From an optimization exercise on the open Yosys and OpenROAD flow, aimed at small area, a short achievable clock period and few clock cycles; shortcuts taken in it are not production practice.
In this exercise RTL edits were held to simulation tests only and were not proved equivalent to the original.

File: flow/config.mk
export PLATFORM = sky130hd
export DESIGN_NAME = yuyv_to_rgb_red_mask_core
export DESIGN_NICKNAME = yuyv_to_rgb_red_mask_core
export VERILOG_FILES = /design/flow/design.v
export SDC_FILE = /design/flow/constraint.sdc
export NUM_CORES = 4
export LEC_CHECK = 0
export CAP_MARGIN = 20
export CORE_MARGIN = 2
export CORE_UTILIZATION = 40
export PLACE_DENSITY = 0.6
export SLEW_MARGIN = 20
File: flow/constraint.sdc
create_clock -name core_clock -period 6.5 [get_ports {clk}]
set_input_delay 1.3000 -clock core_clock [delete_from_list [all_inputs] [get_ports {clk}]]
set_output_delay 1.3000 -clock core_clock [all_outputs]
set_load 0.01 [all_outputs]
File: flow/design.v
package yrm_pkg;
	typedef struct packed {
		logic [7:0] red;
		logic [7:0] green;
		logic [7:0] blue;
	} rgb_t;
	function automatic logic [1:0] mod3(input logic [9:0] v);
		logic [4:0] s;
		logic [2:0] t;
		logic [1:0] u;
		s = 5'(v[1:0]) + 5'(v[3:2]) + 5'(v[5:4]) + 5'(v[7:6]) + 5'(v[9:8]);
		t = 3'(s[1:0]) + 3'(s[3:2]) + 3'(s[4]);
		u = 2'(t[1:0] + 2'(t[2]));
		mod3 = (u == 2'd3) ? 2'd0 : u;
	endfunction
	function automatic logic [19:0] rca(input logic [19:0] a, input logic [19:0] b);
		rca = a + b;
	endfunction
endpackage
module yrm_convert (
	input  logic [7:0]         luma,
	input  logic signed [18:0] kr,
	input  logic signed [18:0] kg,
	input  logic signed [18:0] kb,
	output yrm_pkg::rgb_t      rgb
);
	logic [19:0] y5, y9, py, accr, accg, accb;
	function automatic logic [7:0] clamp8(input logic [19:0] acc);
		if (acc[18]) begin
			clamp8 = 8'd0;
		end else if (acc[17:16] != 2'b00) begin
			clamp8 = 8'hff;
		end else begin
			clamp8 = acc[15:8];
		end
	endfunction
	assign y5   = yrm_pkg::rca(20'(luma), 20'({luma, 2'b0}));
	assign y9   = yrm_pkg::rca(20'(luma), 20'({luma, 3'b0}));
	assign py   = yrm_pkg::rca({y5[18:0], 1'b0}, {y9[14:0], 5'b0});
	assign accr = yrm_pkg::rca(py, 20'(kr));
	assign accg = yrm_pkg::rca(py, 20'(kg));
	assign accb = yrm_pkg::rca(py, 20'(kb));
	assign rgb.red   = clamp8(accr);
	assign rgb.green = clamp8(accg);
	assign rgb.blue  = clamp8(accb);
endmodule
module yrm_chroma (
	input  logic [7:0]         u,
	input  logic [7:0]         v,
	output logic signed [18:0] kr,
	output logic signed [18:0] kg,
	output logic signed [18:0] kb
);
	logic [19:0] v3, v409, u25, v13, ug, kr_w, kg_w, kb_w;
	assign v3   = yrm_pkg::rca(20'(v), 20'({v, 1'b0}));
	assign v409 = yrm_pkg::rca(yrm_pkg::rca({v3[12:0], 7'b0}, {v3[16:0], 3'b0}), 20'(v));
	assign kr_w = yrm_pkg::rca(v409, 20'(-20'sd56992));
	assign u25  = yrm_pkg::rca(yrm_pkg::rca(20'(u), 20'({u, 3'b0})), 20'({u, 4'b0}));
	assign v13  = yrm_pkg::rca(yrm_pkg::rca(20'(v), 20'({v, 2'b0})), 20'({v, 3'b0}));
	assign ug   = yrm_pkg::rca({u25[17:0], 2'b0}, {v13[15:0], 4'b0});
	assign kg_w = yrm_pkg::rca(~ug, 20'(34785));
	assign kb_w = yrm_pkg::rca(yrm_pkg::rca(20'({u, 9'b0}), 20'({u, 2'b0})), 20'(-20'sd70688));
	assign kr   = kr_w[18:0];
	assign kg   = kg_w[18:0];
	assign kb   = kb_w[18:0];
endmodule
module yrm_red_mask (
	input  yrm_pkg::rgb_t rgb_in,
	input  logic          mask,
	output yrm_pkg::rgb_t rgb_out
);
	logic [7:0]  r, g, b, gn, bn;
	logic [19:0] u1, u2, lin1, lin2;
	logic        simple, red;
	assign r  = rgb_in.red;
	assign g  = rgb_in.green;
	assign b  = rgb_in.blue;
	assign gn = ~g;
	assign bn = ~b;
	assign u1   = yrm_pkg::rca(20'(r), 20'(gn));
	assign u2   = yrm_pkg::rca(20'(r), 20'(bn));
	assign lin1 = yrm_pkg::rca(yrm_pkg::rca({u1[17:0], 2'b0}, u1), 20'({b, 1'b0}));
	assign lin2 = yrm_pkg::rca(yrm_pkg::rca({u2[17:0], 2'b0}, u2), 20'({g, 1'b0}));
	assign simple = r >= 8'd115 && g[7:6] == 2'b00 && b[7:6] == 2'b00;
	assign red    = simple || (lin1[11:0] >= 12'd1913 && lin2[11:0] >= 12'd1913);
	assign rgb_out.red   = mask ? 8'd0 : r;
	assign rgb_out.green = mask ? {8{red}} : g;
	assign rgb_out.blue  = mask ? 8'd0 : b;
endmodule
module yuyv_to_rgb_red_mask_core (
	input  logic       clk,
	input  logic       arst_n,
	input  logic       pix_in_valid,
	output logic       pix_in_ready,
	input  logic [7:0] pix_in_luma0,
	input  logic [7:0] pix_in_chroma_u,
	input  logic [7:0] pix_in_luma1,
	input  logic [7:0] pix_in_chroma_v,
	input  logic [9:0] pix_in_column,
	input  logic [8:0] pix_in_row,
	output logic       pix_out_valid,
	input  logic       pix_out_ready,
	output logic [7:0] pix_out_red0,
	output logic [7:0] pix_out_green0,
	output logic [7:0] pix_out_blue0,
	output logic [7:0] pix_out_red1,
	output logic [7:0] pix_out_green1,
	output logic [7:0] pix_out_blue1
);
	logic          v_a, v_c, ld_a, ld_c;
	logic [1:0]    rcol, rrow;
	logic [7:0]    y0_a, y1_a, u_a, v_a_q;
	logic          m0_a, m1_a, m0_c, m1_c;
	logic signed [18:0] kr, kg, kb;
	yrm_pkg::rgb_t rgb0, rgb1, rgb0_c, rgb1_c, out0, out1;
	assign ld_c = !v_c || pix_out_ready;
	assign ld_a = !v_a || ld_c;
	assign pix_in_ready  = ld_a;
	assign pix_out_valid = v_c;
	always_ff @(posedge clk or negedge arst_n) begin
		if (!arst_n) begin
			v_a <= 1'b0;
			v_c <= 1'b0;
		end else begin
			if (ld_a) v_a <= pix_in_valid;
			if (ld_c) v_c <= v_a;
		end
	end
	assign rcol = yrm_pkg::mod3(pix_in_column);
	assign rrow = yrm_pkg::mod3({1'b0, pix_in_row});
	always_ff @(posedge clk) begin
		if (ld_a) begin
			y0_a  <= pix_in_luma0;
			y1_a  <= pix_in_luma1;
			u_a   <= pix_in_chroma_u;
			v_a_q <= pix_in_chroma_v;
			m0_a  <= rrow != 2'd0 && rcol != 2'd0;
			m1_a  <= rrow != 2'd0 && rcol != 2'd2;
		end
		if (ld_c) begin
			rgb0_c <= rgb0;
			rgb1_c <= rgb1;
			m0_c   <= m0_a;
			m1_c   <= m1_a;
		end
	end
	yrm_chroma   u_chroma (.u(u_a), .v(v_a_q), .kr(kr), .kg(kg), .kb(kb));
	yrm_convert  u_conv0 (.luma(y0_a), .kr(kr), .kg(kg), .kb(kb), .rgb(rgb0));
	yrm_convert  u_conv1 (.luma(y1_a), .kr(kr), .kg(kg), .kb(kb), .rgb(rgb1));
	yrm_red_mask u_mask0 (.rgb_in(rgb0_c), .mask(m0_c), .rgb_out(out0));
	yrm_red_mask u_mask1 (.rgb_in(rgb1_c), .mask(m1_c), .rgb_out(out1));
	assign pix_out_red0   = out0.red;
	assign pix_out_green0 = out0.green;
	assign pix_out_blue0  = out0.blue;
	assign pix_out_red1   = out1.red;
	assign pix_out_green1 = out1.green;
	assign pix_out_blue1  = out1.blue;
endmodule
File: flow/run.sh
#!/bin/bash
# synth_recipe.tcl (not shown) runs the flow's synth.tcl, then flattens the netlist and writes it again
# the make line also repeats each setting of config.mk as NAME=value (left out here)
make -C /OpenROAD-flow-scripts/flow DESIGN_CONFIG=/design/flow/config.mk WORK_HOME=/design/flow/orfs CLKGATE_MAP_FILE= SYNTH_SCRIPT=/design/flow/synth_recipe.tcl finish
==> results_tabular.tex, run 1 <==
\begin{tabular}{lr}
\hline
Metric & Value \\
\hline
\multicolumn{2}{l}{\textbf{Finish}} \\
\quad Area growth syn-to-layout & 16.9\% \\
\quad Area taken by flip-flops and latches & 0.00257 mm² \\
\quad Layout net count & 2,260 \\
\quad Post-route non-filler standard cell count & 2,328 \\
\quad Area of all placed cells without fillers & 0.0176 mm² \\
\quad Combined area of the multi-input logic cells & 0.0120 mm² \\
\quad Number of antenna cells inserted & 0 \\
\quad Fraction of layout instances using a drive strength above 1 & 8.44\% \\
\quad Count of fill cells added during filler insertion & 3,574 \\
\multicolumn{2}{l}{\textbf{Route}} \\
\quad Total via count after detailed routing & 12,600 \\
\quad WL per Instance & 16.4 µm \\
\quad Via density & 5.41 \\
\quad Violation count after the first detailed-routing iteration & 579 \\
\quad Wire length reported by the detailed router & 38,200 µm \\
\quad DRC violation count after routing & 0 \\
\quad Pre-antenna DRT Iters & 5 \\
\quad Antenna Nets Post-Route & 0 \\
\multicolumn{2}{l}{\textbf{Synthesis}} \\
\quad Leading cell types by count after synthesis & ha\_1 (286), inv\_1 (189), nor2\_1 (135) \\
\quad Share of flip-flops with an asynchronous set or reset & 2.33\% \\
\quad Mean instance size in the synthesized netlist & 8.87 µm² \\
\quad Synthesis-stage register bit count & 86 \\
\quad Number of synthesis warnings & 4 \\
\quad Number of distinct library cell variants in the gate-level netlist after synthesis & 79 \\
\quad Area fraction of the dominant cell type after synthesis & 23.8\% \\
\quad Cell type contributing the most total cell area after synthesis & ha\_1 \\
\quad Count leader, synth & ha\_1 \\
\quad Number of synthesized flops with an enable pin & 84 \\
\quad Cell types with the largest area share after synthesis & ha\_1 (24\%), edfxtp\_1 (17\%), fa\_1 (8.5\%) \\
\quad Post-synthesis instance area & 0.0150 mm² \\
\quad Top FF cell, synth & edfxtp\_1 \\
\quad Sequential area share after synthesis & 17.1\% \\
\quad Cells after synthesis & 1,694 \\
\multicolumn{2}{l}{\textbf{GRT}} \\
\quad Congestion Overflow GR & 0 \\
\quad Initial antenna violation count & 0 \\
\quad Global-route usage over all layers & 19.5\% \\
\quad Largest net degree at the start of global routing & 52 \\
\quad Via count of the first global-routing pass & 12,300 \\
\quad Global-route wire length before repair & 61,000 µm \\
\multicolumn{2}{l}{\textbf{Placed design}} \\
\quad Port buffer count & 104 \\
\quad GPL Wtd Cong & 0.905 \\
\quad Final HPWL DP & 32,300 µm \\
\quad Total placed instance area & 0.0169 mm² \\
\quad Instance count after placement with tap cells included & 2,293 \\
\multicolumn{2}{l}{\textbf{Critical path}} \\
\quad Cell-by-cell trace of the critical path & inv\_1 -> ha\_2 -> inv\_2 -> fa\_2 -> nor2b\_2 -> buf\_4 -> o2111ai\_4 -> nand2\_1 -> nor2\_2 -> xnor2\_2 -> fa\_1 -> ha\_4 -> and3\_4 -> a221o\_1 -> o41a\_1 -> xor2\_1 -> and2\_1 -> a221o\_1 -> a311oi\_4 -> buf\_6 -> buf\_4 -> nor3\_2 -> buf\_2 \\
\quad Launching element type of the critical path & flip-flop \\
\quad Data required, critical path & 5.20 ns \\
\quad Slowest cell on crit path & fa\_1 \\
\quad Cells on worst reg2reg path & 27 \\
\quad Delay contributed by the slowest stage of the critical path & 0.49 ns \\
\quad Critical Path Fanout Max & 6 \\
\quad Type of the worst setup path & reg2out \\
\quad Critical Path End Type & output pin \\
\quad WP data arrival & 5.15 ns \\
\multicolumn{2}{l}{\textbf{STA}} \\
\quad Max-slew headroom & 41.9\% \\
\quad Post-Route Skew & 0.0197 ns \\
\quad Portion of the clock cycle consumed by the worst path in the final layout & 99.2\% \\
\quad Peak clock frequency supported by timing & 155 MHz \\
\quad Worst-margin pin slew & 0.872 ns \\
\quad Post-layout min period & 6.45 ns \\
\quad Setup TNS & 0 ns \\
\quad Setup violators final & 0 \\
\quad Unrepaired setup endpoints after global routing & true \\
\quad Final Hold Viols & 0 \\
\quad Final count of pins violating max slew & 0 \\
\multicolumn{2}{l}{\textbf{Job}} \\
\quad Number of max-cap violations & 0 \\
\multicolumn{2}{l}{\textbf{Run status}} \\
\quad Outcome & finished clean \\
\multicolumn{2}{l}{\textbf{Die}} \\
\quad CORE AREA & 0.0368 mm² \\
\quad Number of top-level pins & 105 \\
\quad Initial cell density of the core & 40.9\% \\
\quad Floorplan row count & 70 \\
\quad Die area & 0.0391 mm² \\
\quad Die X & 198 µm \\
\quad Chip Height & 198 µm \\
\multicolumn{2}{l}{\textbf{Clocking}} \\
\quad H-tree lvl count & 3 \\
\quad CTS tree & done \\
\quad Clock latency at the later pin of the worst-skew pair & 0.37 ns \\
\quad Sink Count & 86 \\
\quad Clock tree buffer depth & 2 \\
\quad Register clock-pin slew on the reported worst setup and hold paths & 0.06 ns \\
\quad Total CTS buffers & 9 \\
\quad Clock root buffer & clkbuf\_16 \\
\multicolumn{2}{l}{\textbf{Worst hold path}} \\
\quad Worst hold path class & reg2reg \\
\quad Worst hold path depth & 0 \\
\hline
\end{tabular}
[worst max-delay path: cells and delay by family, from the launching register on]
kind                       cells  cell delay [ns]
AOI/OAI and AO/OA              5             1.42
adders and majority gates      4             1.30
buffers and inverters          6             0.68
and+or+nand+nor                6             0.65
DFF                            1             0.40
xor gates and xnor gates       2             0.35
[metrics by stage]
| stage | utilization [%] | hold WS [ns] | setup WS [ns] |
|---|---|---|---|
| 2_1_floorplan | - | 0.400 | 0.799 |
| 3_3_place_gp | 45.9 | 0.408 | 0.0561 |
| 3_5_place_dp | 45.9 | 0.405 | -0.0205 |
| 4_1_cts | 47.1 | 0.420 | 0.000799 |
| 5_1_grt | 47.8 | 0.440 | -0.156 |
| 6_report | 47.8 | 0.419 | 0.0543 |
[logic make-up after synthesis]
logic type,synth area share [%]
simple gates,13.9
flops,17.1
other cells,0.0250
buf+inv,4.94
xor+xnor,10.9
fa+ha+maj,32.3
compound gates,20.1
mux,0.633
[final cells by class]
cell class	count	share of cell area [%]
Multi-Input combinational cell	1416	68.4
Sequential cell	86	14.6
Timing Repair Buffer	153	7.83
Inverter	189	4.04
Tap cell	468	3.33
Clock buffer	10	1.30
Clock inverter	6	0.399
[final timing paths]
kind                            from           endpoint  slack [ns]
max reg2reg                 v_a_q[1]         rgb0_c[20]        0.32
max                        rgb0_c[8]  pix_out_green0[0]        0.05
max in group asynchronous     arst_n                v_a        5.30
min in group asynchronous     arst_n                v_c        1.08
min reg2reg                     m1_a               m1_c        0.42
min                             m1_a               m1_c        0.42
[layer usage]
| layer | GRT usage [%] | up-vias | routed length, µm |
|---|---|---|---|
| met4 | 6.18 | 0 | 862 |
| met3 | 1.36 | 40 | 1130 |
| met1 | 26.1 | 5956 | 18000 |
| met5 | 0 | - | 0 |
| li1 | - | 6384 | - |
| met2 | 33.6 | 216 | 18200 |
[state kept, by name, indices dropped and copies added, names as in the netlist, 8 cells and up]
name    count
rgb0_c     24
u_a         8
v_a_q       8
rgb1_c     24
y0_a        8
y1_a        8
[what timing repair did]
action                                  4_1_cts  5_1_grt
setup buffers                                 8       11
hold buffers                                  0        0
endpoints found under the setup margin       16       44
pin swaps                                     8       15
resized for setup                            32       70
[cells in the final DEF (no fill, tap or decap), types with 6 or more instances in the layout]
cell and n:
conb_1 6, nand2_1 63, or2_2 16, and2_1 12, clkdlybuf4s50_1 88, or3_1 7
fa_1 62, inv_1 188, xnor2_2 10, o21bai_1 22, and3_1 6, nor2b_1 45
o21a_1 44, a22oi_1 8, a31oi_1 12, nor2_1 133, o21ai_0 55, a21oi_2 10
nand4_1 21, edfxtp_1 84, nand3_1 20, o21ai_1 6, nand3b_1 6, buf_4 47
xor2_1 51, nand2b_1 18, a211oi_1 23, a21oi_1 116, clkbuf_16 9, a211o_1 6
nor3_1 41, xnor2_1 122, a21o_1 63, a21boi_0 11, ha_1 283
Testbench counts, summed over its fixed seeds: cycles 16,016.
==> run 2: changes to the inputs <==
--- a/flow/design.v
+++ b/flow/design.v
@@ -15,5 +15,10 @@
 	endfunction
 	function automatic logic [19:0] rca(input logic [19:0] a, input logic [19:0] b);
-		rca = a + b;
+		logic c;
+		c = 1'b0;
+		for (int i = 0; i < 20; i++) begin
+			rca[i] = a[i] ^ b[i] ^ c;
+			c = (a[i] & b[i]) | (c & (a[i] ^ b[i]));
+		end
 	endfunction
 endpackage
==> run 2 against run 1 <==
Net effect: now fails the layout checks on negative setup slack; final area down 8.2%; cell count down 27%; die area down 21%; register-to-register slack worse by 1.5 ns; clock skew down 0.0070 ns; critical path depth up 6; critical path type is now reg2reg; critical endpoint is now rgb0_c[12].
==> results_tabular.tex, run 2 <==
\begin{tabular}{lr}
\hline
Metric & Value \\
\hline
\multicolumn{2}{l}{\textbf{Synthesis}} \\
\quad Mean instance size in the synthesized netlist & 11.6 µm² (was 8.87 µm²) \\
\quad Number of synthesized flops with an enable pin & 84 (unchanged) \\
\quad Xor and xnor fraction of the mapped netlist area & 1.00\% (was 10.9\%) \\
\quad Number of distinct library cell variants in the gate-level netlist after synthesis & 36 (was 79) \\
\quad Share of flip-flops with an asynchronous set or reset & 2.33\% (unchanged) \\
\quad Cell types with the largest area share after synthesis & fa\_1 (40\%), edfxtp\_1 (21\%), ha\_1 (17\%) (was ha\_1 (24\%), edfxtp\_1 (17\%), fa\_1 (8.5\%)) \\
\quad Top FF cell, synth & edfxtp\_1 (unchanged) \\
\quad Cells after synthesis & 1,020 (was 1,694) \\
\quad Synth Area in Compound Gates & 5.34\% (was 20.1\%) \\
\quad Combinational family with the most area after synthesis & adder cells (unchanged) \\
\quad Area fraction of the dominant cell type after synthesis & 40.5\% (was 23.8\%) \\
\quad Number of synthesis warnings & 4 (unchanged) \\
\quad Leading cell types by count after synthesis & inv\_1 (315), fa\_1 (239), ha\_1 (161) (was ha\_1 (286), inv\_1 (189), nor2\_1 (135)) \\
\quad Sequential area share after synthesis & 21.7\% (was 17.1\%) \\
\quad Synthesis-stage register bit count & 86 (unchanged) \\
\quad Simple-Gate Fraction of Synth Area & 4.04\% (was 13.9\%) \\
\quad Cell type contributing the most total cell area after synthesis & fa\_1 (was ha\_1) \\
\quad Count leader, synth & inv\_1 (was ha\_1) \\
\quad Post-synthesis instance area & 0.0118 mm² (was 0.0150 mm²) \\
\quad Post-Synth Adder-Cell Area & 57.5\% (was 32.3\%) \\
\quad Fraction of synthesized area in multiplexers & 0\% (was 0.633\%) \\
\multicolumn{2}{l}{\textbf{Clocking}} \\
\quad Sink Count & 86 (unchanged) \\
\quad Clock tree buffer depth & 2 (unchanged) \\
\quad H-tree lvl count & 3 (unchanged) \\
\quad CTS tree & done (unchanged) \\
\quad Clock latency at the later pin of the worst-skew pair & 0.36 ns (was 0.37 ns) \\
\quad Clock root buffer & clkbuf\_16 (unchanged) \\
\quad Total CTS buffers & 9 (unchanged) \\
\quad Register clock-pin slew on the reported worst setup and hold paths & 0.07 ns (was 0.06 ns) \\
\multicolumn{2}{l}{\textbf{STA}} \\
\quad Post-layout min period & 7.67 ns (was 6.45 ns) \\
\quad Unrepaired setup endpoints after global routing & true (unchanged) \\
\quad Peak clock frequency supported by timing & 130 MHz (was 155 MHz) \\
\quad Portion of the clock cycle consumed by the worst path in the final layout & 118\% (was 99.2\%) \\
\quad Fin worst setup slack & -1.17 ns (was 0.0543 ns) \\
\quad Worst Hold Margin & 0.447 ns (was 0.419 ns) \\
\quad Setup violators final & 64 (was 0) \\
\quad Final Hold Viols & 0 (unchanged) \\
\quad Post-Route Skew & 0.0127 ns (was 0.0197 ns) \\
\quad Final count of pins violating max slew & 0 (unchanged) \\
\quad Max-slew headroom & 43.5\% (was 41.9\%) \\
\quad Worst-margin pin slew & 0.847 ns (was 0.872 ns) \\
\multicolumn{2}{l}{\textbf{GRT}} \\
\quad Met1 track demand over resource & 23.7\% (was 26.1\%) \\
\quad Via count of the first global-routing pass & 8,771 (was 12,300) \\
\quad Initial antenna violation count & 0 (unchanged) \\
\quad Global-route met2 utilization & 34.4\% (was 33.6\%) \\
\quad Global-route wire length before repair & 44,500 µm (was 61,000 µm) \\
\quad Global-route usage over all layers & 18.7\% (was 19.5\%) \\
\quad Layer with the highest usage after global routing & met2 (unchanged) \\
\quad Met3 routing resource usage after global routing & 2.02\% (was 1.36\%) \\
\quad Largest net degree at the start of global routing & 52 (unchanged) \\
\quad Congestion Overflow GR & 0 (unchanged) \\
\multicolumn{2}{l}{\textbf{Placed design}} \\
\quad Instance count after placement with tap cells included & 1,668 (was 2,293) \\
\quad GPL Wtd Cong & 0.914 (was 0.905) \\
\quad Port buffer count & 104 (unchanged) \\
\quad Total placed instance area & 0.0151 mm² (was 0.0169 mm²) \\
\quad Final HPWL DP & 23,700 µm (was 32,300 µm) \\
\multicolumn{2}{l}{\textbf{Worst hold path}} \\
\quad Worst hold path class & reg2reg (unchanged) \\
\multicolumn{2}{l}{\textbf{Critical path}} \\
\quad Launching element type of the critical path & flip-flop (unchanged) \\
\quad Critical Path End Type & flip-flop (was output pin) \\
\quad Type of the worst setup path & reg2reg (was reg2out) \\
\quad Crit path from & u\_a[0] (was rgb0\_c[8]) \\
\quad Data required, critical path & 6.60 ns (was 5.20 ns) \\
\quad WP data arrival & 7.77 ns (was 5.15 ns) \\
\quad Cells on worst reg2reg path & 29 (was 27) \\
\quad Slowest cell on crit path & fa\_2 (was fa\_1) \\
\quad Critical Path Fanout Max & 8 (was 6) \\
\quad Delay contributed by the slowest stage of the critical path & 0.53 ns (was 0.49 ns) \\
\quad Worst reg2reg startpoint & u\_a[0] (was v\_a\_q[1]) \\
\quad Worst setup endpoint & rgb0\_c[12] (was pix\_out\_green0[0]) \\
\quad Crit path top cell by count & fa\_2 \\
\quad Register-to-Register Setup Slack & -1.17 ns (was 0.32 ns) \\
\quad Endpoint of the most critical register-to-register path & rgb0\_c[12] (was rgb0\_c[20]) \\
\multicolumn{2}{l}{\textbf{Finish}} \\
\quad Area growth syn-to-layout & 36.4\% (was 16.9\%) \\
\quad Fraction of layout instances using a drive strength above 1 & 41.3\% (was 8.44\%) \\
\quad Utilization after layout & 55.8\% (was 47.8\%) \\
\quad Post-route non-filler standard cell count & 1,707 (was 2,328) \\
\quad Most frequent cells in the layout & inv\_1 (248), buf\_4 (172), fa\_2 (136) (was ha\_1 (283), inv\_1 (188), nor2\_1 (133)) \\
\quad Area of all placed cells without fillers & 0.0161 mm² (was 0.0176 mm²) \\
\quad Number of antenna cells inserted & 0 (unchanged) \\
\quad Largest registers & rgb0\_c: 24 flops, rgb1\_c: 24 flops (unchanged) \\
\quad Most common cell after layout, fill and taps aside & inv\_1 (was ha\_1) \\
\quad Layout net count & 1,774 (was 2,260) \\
\multicolumn{2}{l}{\textbf{Die}} \\
\quad Chip Height & 176 µm (was 198 µm) \\
\quad Die area & 0.0310 mm² (was 0.0391 mm²) \\
\quad Initial cell density of the core & 40.9\% (about the same) \\
\quad Die X & 176 µm (was 198 µm) \\
\quad Floorplan row count & 62 (was 70) \\
\quad Number of top-level pins & 105 (unchanged) \\
\quad CORE AREA & 0.0289 mm² (was 0.0368 mm²) \\
\multicolumn{2}{l}{\textbf{Route}} \\
\quad Violation count after the first detailed-routing iteration & 240 (was 579) \\
\quad Wire length reported by the detailed router & 27,200 µm (was 38,200 µm) \\
\quad DRC violation count after routing & 0 (unchanged) \\
\quad Total via count after detailed routing & 7,763 (was 12,600) \\
\quad Antenna Nets Post-Route & 0 (unchanged) \\
\quad Pre-antenna DRT Iters & 6 (was 5) \\
\quad Via density & 4.55 (was 5.41) \\
\quad WL per Instance & 15.9 µm (was 16.4 µm) \\
\multicolumn{2}{l}{\textbf{Job}} \\
\quad Number of max-cap violations & 0 (unchanged) \\
\multicolumn{2}{l}{\textbf{Run status}} \\
\quad Outcome & finished with violations (was finished clean) \\
\quad Layout check faults & negative setup slack \\
\hline
\end{tabular}
==> run 2: worst min-delay path by stage <==
| stage | from | to | slack, ns | cells after the start |
|---|---|---|---|---|
| 2_1_floorplan | m0_a | m0_c | 0.40 | 0 |
| 3_3_place_gp | m0_a | m0_c | 0.41 | 0 |
| 3_5_place_dp | m0_a | m0_c | 0.41 | 0 |
| 4_1_cts | m0_a | m0_c | 0.44 | 0 |
| 5_1_grt | m0_a | m0_c | 0.47 | 0 |
| 6_report | m0_a | m0_c | 0.45 | 0 |
==> run 2: cell type report <==
class	instances	area, µm²
Clock inverter	4	72.6
Sequential cell	86	2570
Tap cell	384	480
Multi-Input combinational cell	610	9070
Timing Repair Buffer	297	2520
Inverter	315	1180
Clock buffer	11	233
Fill cell	2414	12800
==> run 2: timing repair <==
item                       CTS  global route
resized for setup          138            76
buffers inserted            19             6
setup endpoints to repair   64            64
pin swaps                   54            34
hold buffers                 0             0
==> run 2: logic make-up (layout without fill, tap and decap cells) <==
kind of cell / count (synthesis) / in the layout
XOR/XNOR: 11 / 11
adder cells (fa/ha/maj): 400 / 400
flip-flops: 86 / 86
AO/OA/AOI/OAI: 105 / 105
buffers and inverters: 324 / 627
AND/OR/NAND/NOR: 94 / 94
==> run 2: worst max-delay path, delay by kind of cell (launching register included) <==
kind	cells	cell delay, ns
AOI/OAI and AO/OA	2	0.29
adders and majority gates	17	6.12
buffers and inverters	8	0.46
DFF	1	0.36
and+or+nand+nor	2	0.20
==> run 2: metal layers <==
metal  share of wire [%]  routed length (µm)
met1                  43               11700
met2                  53               14300
met3                 2.6                 713
met4                 1.9                 511
met5                   0                   0
==> run 2: through the flow <==
| step | setup TNS, ns | setup slack, ns |
|---|---|---|
| global placement | -61.27 | -1.19 |
| CTS | -63.32 | -1.20 |
| global route | -76.20 | -1.38 |
| floorplan | -41.69 | -0.956 |
| finish | -64.30 | -1.17 |
| detailed placement | -64.60 | -1.21 |
Testbench counts of run 2, summed over its fixed seeds: cycles 16,016.
==> run 3: changes to the inputs <==
--- a/flow/design.v
+++ b/flow/design.v
@@ -5,20 +5,18 @@
 		logic [7:0] blue;
 	} rgb_t;
-	function automatic logic [1:0] mod3(input logic [9:0] v);
-		logic [4:0] s;
-		logic [2:0] t;
-		logic [1:0] u;
-		s = 5'(v[1:0]) + 5'(v[3:2]) + 5'(v[5:4]) + 5'(v[7:6]) + 5'(v[9:8]);
-		t = 3'(s[1:0]) + 3'(s[3:2]) + 3'(s[4]);
-		u = 2'(t[1:0] + 2'(t[2]));
-		mod3 = (u == 2'd3) ? 2'd0 : u;
+	function automatic logic [2:0] dig3(input logic [1:0] d);
+		dig3 = {d == 2'd2, d == 2'd1, d == 2'd0 || d == 2'd3};
+	endfunction
+	function automatic logic [2:0] add3(input logic [2:0] a, input logic [2:0] b);
+		add3[0] = (a[0] & b[0]) | (a[1] & b[2]) | (a[2] & b[1]);
+		add3[1] = (a[0] & b[1]) | (a[1] & b[0]) | (a[2] & b[2]);
+		add3[2] = (a[0] & b[2]) | (a[2] & b[0]) | (a[1] & b[1]);
+	endfunction
+	function automatic logic [2:0] mod3(input logic [9:0] v);
+		mod3 = add3(add3(add3(dig3(v[1:0]), dig3(v[3:2])), add3(dig3(v[5:4]), dig3(v[7:6]))),
+			dig3(v[9:8]));
 	endfunction
 	function automatic logic [19:0] rca(input logic [19:0] a, input logic [19:0] b);
-		logic c;
-		c = 1'b0;
-		for (int i = 0; i < 20; i++) begin
-			rca[i] = a[i] ^ b[i] ^ c;
-			c = (a[i] & b[i]) | (c & (a[i] ^ b[i]));
-		end
+		rca = a + b;
 	endfunction
 endpackage
@@ -75,18 +73,17 @@
 	output yrm_pkg::rgb_t rgb_out
 );
-	logic [7:0]  r, g, b, gn, bn;
-	logic [19:0] u1, u2, lin1, lin2;
-	logic        simple, red;
+	logic [7:0]         r, g, b, hi, lo;
+	logic signed [8:0]  t;
+	logic signed [12:0] lin;
+	logic               simple, red;
 	assign r  = rgb_in.red;
 	assign g  = rgb_in.green;
 	assign b  = rgb_in.blue;
-	assign gn = ~g;
-	assign bn = ~b;
-	assign u1   = yrm_pkg::rca(20'(r), 20'(gn));
-	assign u2   = yrm_pkg::rca(20'(r), 20'(bn));
-	assign lin1 = yrm_pkg::rca(yrm_pkg::rca({u1[17:0], 2'b0}, u1), 20'({b, 1'b0}));
-	assign lin2 = yrm_pkg::rca(yrm_pkg::rca({u2[17:0], 2'b0}, u2), 20'({g, 1'b0}));
+	assign hi = (g >= b) ? g : b;
+	assign lo = (g >= b) ? b : g;
+	assign t  = $signed({1'b0, r}) - $signed({1'b0, hi});
+	assign lin = 13'(t) * 13'sd5 + $signed({4'b0, lo, 1'b0});
 	assign simple = r >= 8'd115 && g[7:6] == 2'b00 && b[7:6] == 2'b00;
-	assign red    = simple || (lin1[11:0] >= 12'd1913 && lin2[11:0] >= 12'd1913);
+	assign red    = simple || lin >= 13'sd638;
 	assign rgb_out.red   = mask ? 8'd0 : r;
 	assign rgb_out.green = mask ? {8{red}} : g;
@@ -114,5 +111,5 @@
 );
 	logic          v_a, v_c, ld_a, ld_c;
-	logic [1:0]    rcol, rrow;
+	logic [2:0]    rcol, rrow;
 	logic [7:0]    y0_a, y1_a, u_a, v_a_q;
 	logic          m0_a, m1_a, m0_c, m1_c;
@@ -140,6 +137,6 @@
 			u_a   <= pix_in_chroma_u;
 			v_a_q <= pix_in_chroma_v;
-			m0_a  <= rrow != 2'd0 && rcol != 2'd0;
-			m1_a  <= rrow != 2'd0 && rcol != 2'd2;
+			m0_a  <= !rrow[0] && !rcol[0];
+			m1_a  <= !rrow[0] && !rcol[2];
 		end
 		if (ld_c) begin
==> run 3 against run 2 <==
Net effect: the layout still fails its checks (negative setup slack); worst hold slack worse by 0.030 ns; critical path type is now reg2out; register-to-register slack improved by 1.5 ns; global-route usage grew 0.50 points.
==> results_tabular.tex, run 3 <==
\begin{tabular}{lr}
\hline
Metric & Value \\
\hline
\multicolumn{2}{l}{\textbf{Die}} \\
\quad Floorplan row count & 69 (was 62) \\
\quad Initial cell density of the core & 40.7\% (was 40.9\%) \\
\quad Number of top-level pins & 105 (unchanged) \\
\quad Chip Height & 194 µm (was 176 µm) \\
\quad Die area & 0.0378 mm² (was 0.0310 mm²) \\
\quad CORE AREA & 0.0357 mm² (was 0.0289 mm²) \\
\quad Die X & 194 µm (was 176 µm) \\
\multicolumn{2}{l}{\textbf{STA}} \\
\quad Unrepaired setup endpoints after global routing & true (unchanged) \\
\quad Setup violators final & 16 (was 64) \\
\quad Final count of pins violating max slew & 0 (unchanged) \\
\quad Worst-margin pin slew & 1.07 ns (was 0.847 ns) \\
\quad Portion of the clock cycle consumed by the worst path in the final layout & 126\% (was 118\%) \\
\quad Worst Hold Margin & 0.417 ns (was 0.447 ns) \\
\quad Peak clock frequency supported by timing & 122 MHz (was 130 MHz) \\
\quad Post-Route Skew & 0.0250 ns (was 0.0127 ns) \\
\quad Final Hold Viols & 0 (unchanged) \\
\quad Post-layout min period & 8.16 ns (was 7.67 ns) \\
\quad Fin worst setup slack & -1.66 ns (was -1.17 ns) \\
\quad Max-slew headroom & 28.5\% (was 43.5\%) \\
\multicolumn{2}{l}{\textbf{Synthesis}} \\
\quad Synthesis-stage register bit count & 86 (unchanged) \\
\quad Post-Synth Adder-Cell Area & 30.0\% (was 57.5\%) \\
\quad Cells after synthesis & 1,641 (was 1,020) \\
\quad Top FF cell, synth & edfxtp\_1 (unchanged) \\
\quad Fraction of synthesized area in multiplexers & 2.45\% (was 0\%) \\
\quad Leading cell types by count after synthesis & ha\_1 (295), inv\_1 (209), a21oi\_1 (126) (was inv\_1 (315), fa\_1 (239), ha\_1 (161)) \\
\quad Cell types with the largest area share after synthesis & ha\_1 (25\%), edfxtp\_1 (17\%), xnor2\_1 (7.4\%) (was fa\_1 (40\%), edfxtp\_1 (21\%), ha\_1 (17\%)) \\
\quad Synth Area in Compound Gates & 21.1\% (was 5.34\%) \\
\quad Simple-Gate Fraction of Synth Area & 12.4\% (was 4.04\%) \\
\quad Sequential area share after synthesis & 17.7\% (was 21.7\%) \\
\quad Xor and xnor fraction of the mapped netlist area & 10.6\% (was 1.00\%) \\
\quad Number of synthesized flops with an enable pin & 84 (unchanged) \\
\quad Number of distinct library cell variants in the gate-level netlist after synthesis & 89 (was 36) \\
\quad Cell type contributing the most total cell area after synthesis & ha\_1 (was fa\_1) \\
\quad Post-synthesis instance area & 0.0145 mm² (was 0.0118 mm²) \\
\quad Count leader, synth & ha\_1 (was inv\_1) \\
\quad Mean instance size in the synthesized netlist & 8.83 µm² (was 11.6 µm²) \\
\quad Number of synthesis warnings & 3 (was 4) \\
\quad Share of flip-flops with an asynchronous set or reset & 2.33\% (unchanged) \\
\quad Combinational family with the most area after synthesis & adder cells (unchanged) \\
\quad Area fraction of the dominant cell type after synthesis & 25.5\% (was 40.5\%) \\
\multicolumn{2}{l}{\textbf{Finish}} \\
\quad Layout net count & 2,299 (was 1,774) \\
\quad Number of antenna cells inserted & 0 (unchanged) \\
\quad Fraction of layout instances using a drive strength above 1 & 16.9\% (was 41.3\%) \\
\quad Post-route non-filler standard cell count & 2,381 (was 1,707) \\
\quad Area taken by flip-flops and latches & 0.00257 mm² (unchanged) \\
\quad Count of fill cells added during filler insertion & 3,360 (was 2,414) \\
\quad Area of all placed cells without fillers & 0.0181 mm² (was 0.0161 mm²) \\
\quad Utilization after layout & 50.9\% (was 55.8\%) \\
\quad Area growth syn-to-layout & 25.2\% (was 36.4\%) \\
\quad Largest registers & rgb0\_c: 24 flops, rgb1\_c: 24 flops (unchanged) \\
\quad Most frequent cells in the layout & ha\_1 (280), inv\_1 (201), buf\_4 (154) (was inv\_1 (248), buf\_4 (172), fa\_2 (136)) \\
\quad Most common cell after layout, fill and taps aside & ha\_1 (was inv\_1) \\
\quad Combined area of the multi-input logic cells & 0.0116 mm² (was 0.00907 mm²) \\
\multicolumn{2}{l}{\textbf{Clocking}} \\
\quad Number of hold buffers added after cts & 0 (unchanged) \\
\quad Sink Count & 86 (unchanged) \\
\quad Clock latency at the later pin of the worst-skew pair & 0.37 ns (was 0.36 ns) \\
\quad H-tree lvl count & 3 (unchanged) \\
\quad CTS tree & done (unchanged) \\
\quad Clock root buffer & clkbuf\_16 (unchanged) \\
\quad Register clock-pin slew on the reported worst setup and hold paths & 0.06 ns (was 0.07 ns) \\
\quad Clock tree buffer depth & 2 (unchanged) \\
\quad Total CTS buffers & 9 (unchanged) \\
\multicolumn{2}{l}{\textbf{Critical path}} \\
\quad Delay contributed by the slowest stage of the critical path & 0.53 ns (about the same) \\
\quad Critical Path End Type & output pin (was flip-flop) \\
\quad Type of the worst setup path & reg2out (was reg2reg) \\
\quad Crit path top cell by count & a21o\_1 (was fa\_2) \\
\quad Critical Path Fanout Max & 6 (was 8) \\
\quad Slowest cell on crit path & or4\_4 (was fa\_2) \\
\quad WP data arrival & 6.86 ns (was 7.77 ns) \\
\quad Data required, critical path & 5.20 ns (was 6.60 ns) \\
\quad Launching element type of the critical path & flip-flop (unchanged) \\
\multicolumn{2}{l}{\textbf{Run status}} \\
\quad Outcome & finished with violations (unchanged) \\
\quad Layout check faults & negative setup slack (unchanged) \\
\multicolumn{2}{l}{\textbf{GRT}} \\
\quad Global-route wire length before repair & 59,300 µm (was 44,500 µm) \\
\quad Initial antenna violation count & 0 (unchanged) \\
\quad Largest net degree at the start of global routing & 52 (unchanged) \\
\quad Congestion Overflow GR & 0 (unchanged) \\
\quad Via count of the first global-routing pass & 12,300 (was 8,771) \\
\quad Global-route usage over all layers & 19.2\% (was 18.7\%) \\
\multicolumn{2}{l}{\textbf{Route}} \\
\quad Total via count after detailed routing & 12,500 (was 7,763) \\
\quad Wire length reported by the detailed router & 36,200 µm (was 27,200 µm) \\
\quad Via density & 5.24 (was 4.55) \\
\quad WL per Instance & 15.2 µm (was 15.9 µm) \\
\quad Pre-antenna DRT Iters & 22 (was 6) \\
\quad Antenna Nets Post-Route & 0 (unchanged) \\
\quad DRC violation count after routing & 0 (unchanged) \\
\quad Violation count after the first detailed-routing iteration & 672 (was 240) \\
\multicolumn{2}{l}{\textbf{Placed design}} \\
\quad Port buffer count & 104 (unchanged) \\
\quad Instance count after placement with tap cells included & 2,342 (was 1,668) \\
\quad Dpl ws & -1.71 ns (was -1.21 ns) \\
\quad GPL Wtd Cong & 0.860 (was 0.914) \\
\quad Final HPWL DP & 30,800 µm (was 23,700 µm) \\
\quad Total placed instance area & 0.0174 mm² (was 0.0151 mm²) \\
\multicolumn{2}{l}{\textbf{Job}} \\
\quad Number of max-cap violations & 0 (unchanged) \\
\multicolumn{2}{l}{\textbf{Worst hold path}} \\
\quad Worst hold path class & reg2reg (unchanged) \\
\hline
\end{tabular}
-- run 3: cell type report --
| class | instances | share of cell area, % |
|---|---|---|
| clock buffers | 10 | 1.26 |
| repair buffers | 268 | 12.3 |
| multi-input cells | 1342 | 64.1 |
| well taps | 461 | 3.18 |
| inverters | 209 | 4.32 |
| flip-flops and latches | 86 | 14.2 |
| clock inverters | 5 | 0.593 |
-- run 3: final timing paths --
kind                            slack, ns  cells past startpoint  startpoint                end
worst max-delay path                -1.66                     34   rgb0_c[8]  pix_out_green0[4]
worst min-delay path                 0.42                      0        m0_a               m0_c
worst max register to register       0.37                     26      u_a[4]          rgb1_c[8]
worst min register to register       0.42                      0        m0_a               m0_c
max in group asynchronous            5.26                      1      arst_n                v_a
min in group asynchronous            1.11                      1      arst_n                v_c
-- run 3: logic make-up after synthesis --
logic type               after synthesis
other                                  1
AND/OR/NAND/NOR                      347
buffers and inverters                218
AO/OA/AOI/OAI                        453
flip-flops                            86
XOR/XNOR                             173
multiplexers                          35
adder cells (fa/ha/maj)              328
-- run 3: worst max-delay path: cells and delay by family, from the launching register on --
family | cells | cell delay, ns
AO/OA/AOI/OAI | 15 | 2.31
adder cells (fa/ha/maj) | 5 | 1.57
AND/OR/NAND/NOR | 5 | 0.92
buffers and inverters | 6 | 0.71
flip-flops | 1 | 0.40
XOR/XNOR | 2 | 0.33
multiplexers | 1 | 0.23
-- run 3: routing by layer --
layer	vias to the layer above	share of wire, %	track usage (%)
li1	6438	-	-
met1	5803	47	25.1
met2	190	48	33.9
met3	43	2.8	1.96
met4	0	1.8	4.87
met5	-	0	0
-- run 3: timing repair --
item	in CTS	in global routing
buffers inserted	14	10
endpoints found under the setup margin	16	41
pin swaps	40	29
resized for setup	93	37
-- run 3: per-stage QoR --
step	TNS (ns)
floorplan	-12.25
global placement	-21.83
detailed placement	-23.01
CTS	-22.62
global route	-27.72
finish	-22.40
Testbench counts of run 3, summed over its fixed seeds: cycles 16,016.

-- static timing again, ports no longer ideal --
No port has a modelled driver above. Below, the same layouts with a new extraction and two added sets of constraints.
Step 1 assumes that a clkbuf_16 drives the clock port and a buf_2 every other input.
Step 2 also shifts input and output timing later by t, the mid clock arrival at the registers, as if the neighbouring blocks saw the same clock.
a / b / c = ideal / step 1 / step 2; a / b = the first two.
| run | t (ns) | setup slack, ns | worst setup path after step 2 |
|---|---|---|---|
| run 1 | 0.412 | 0.054 / 0.004 / 0.321 | register to register |
| run 2 | 0.397 | -1.170 / -1.212 / -1.170 | register to register |
| run 3 | 0.412 | -1.665 / -1.715 / -1.303 | register to output |
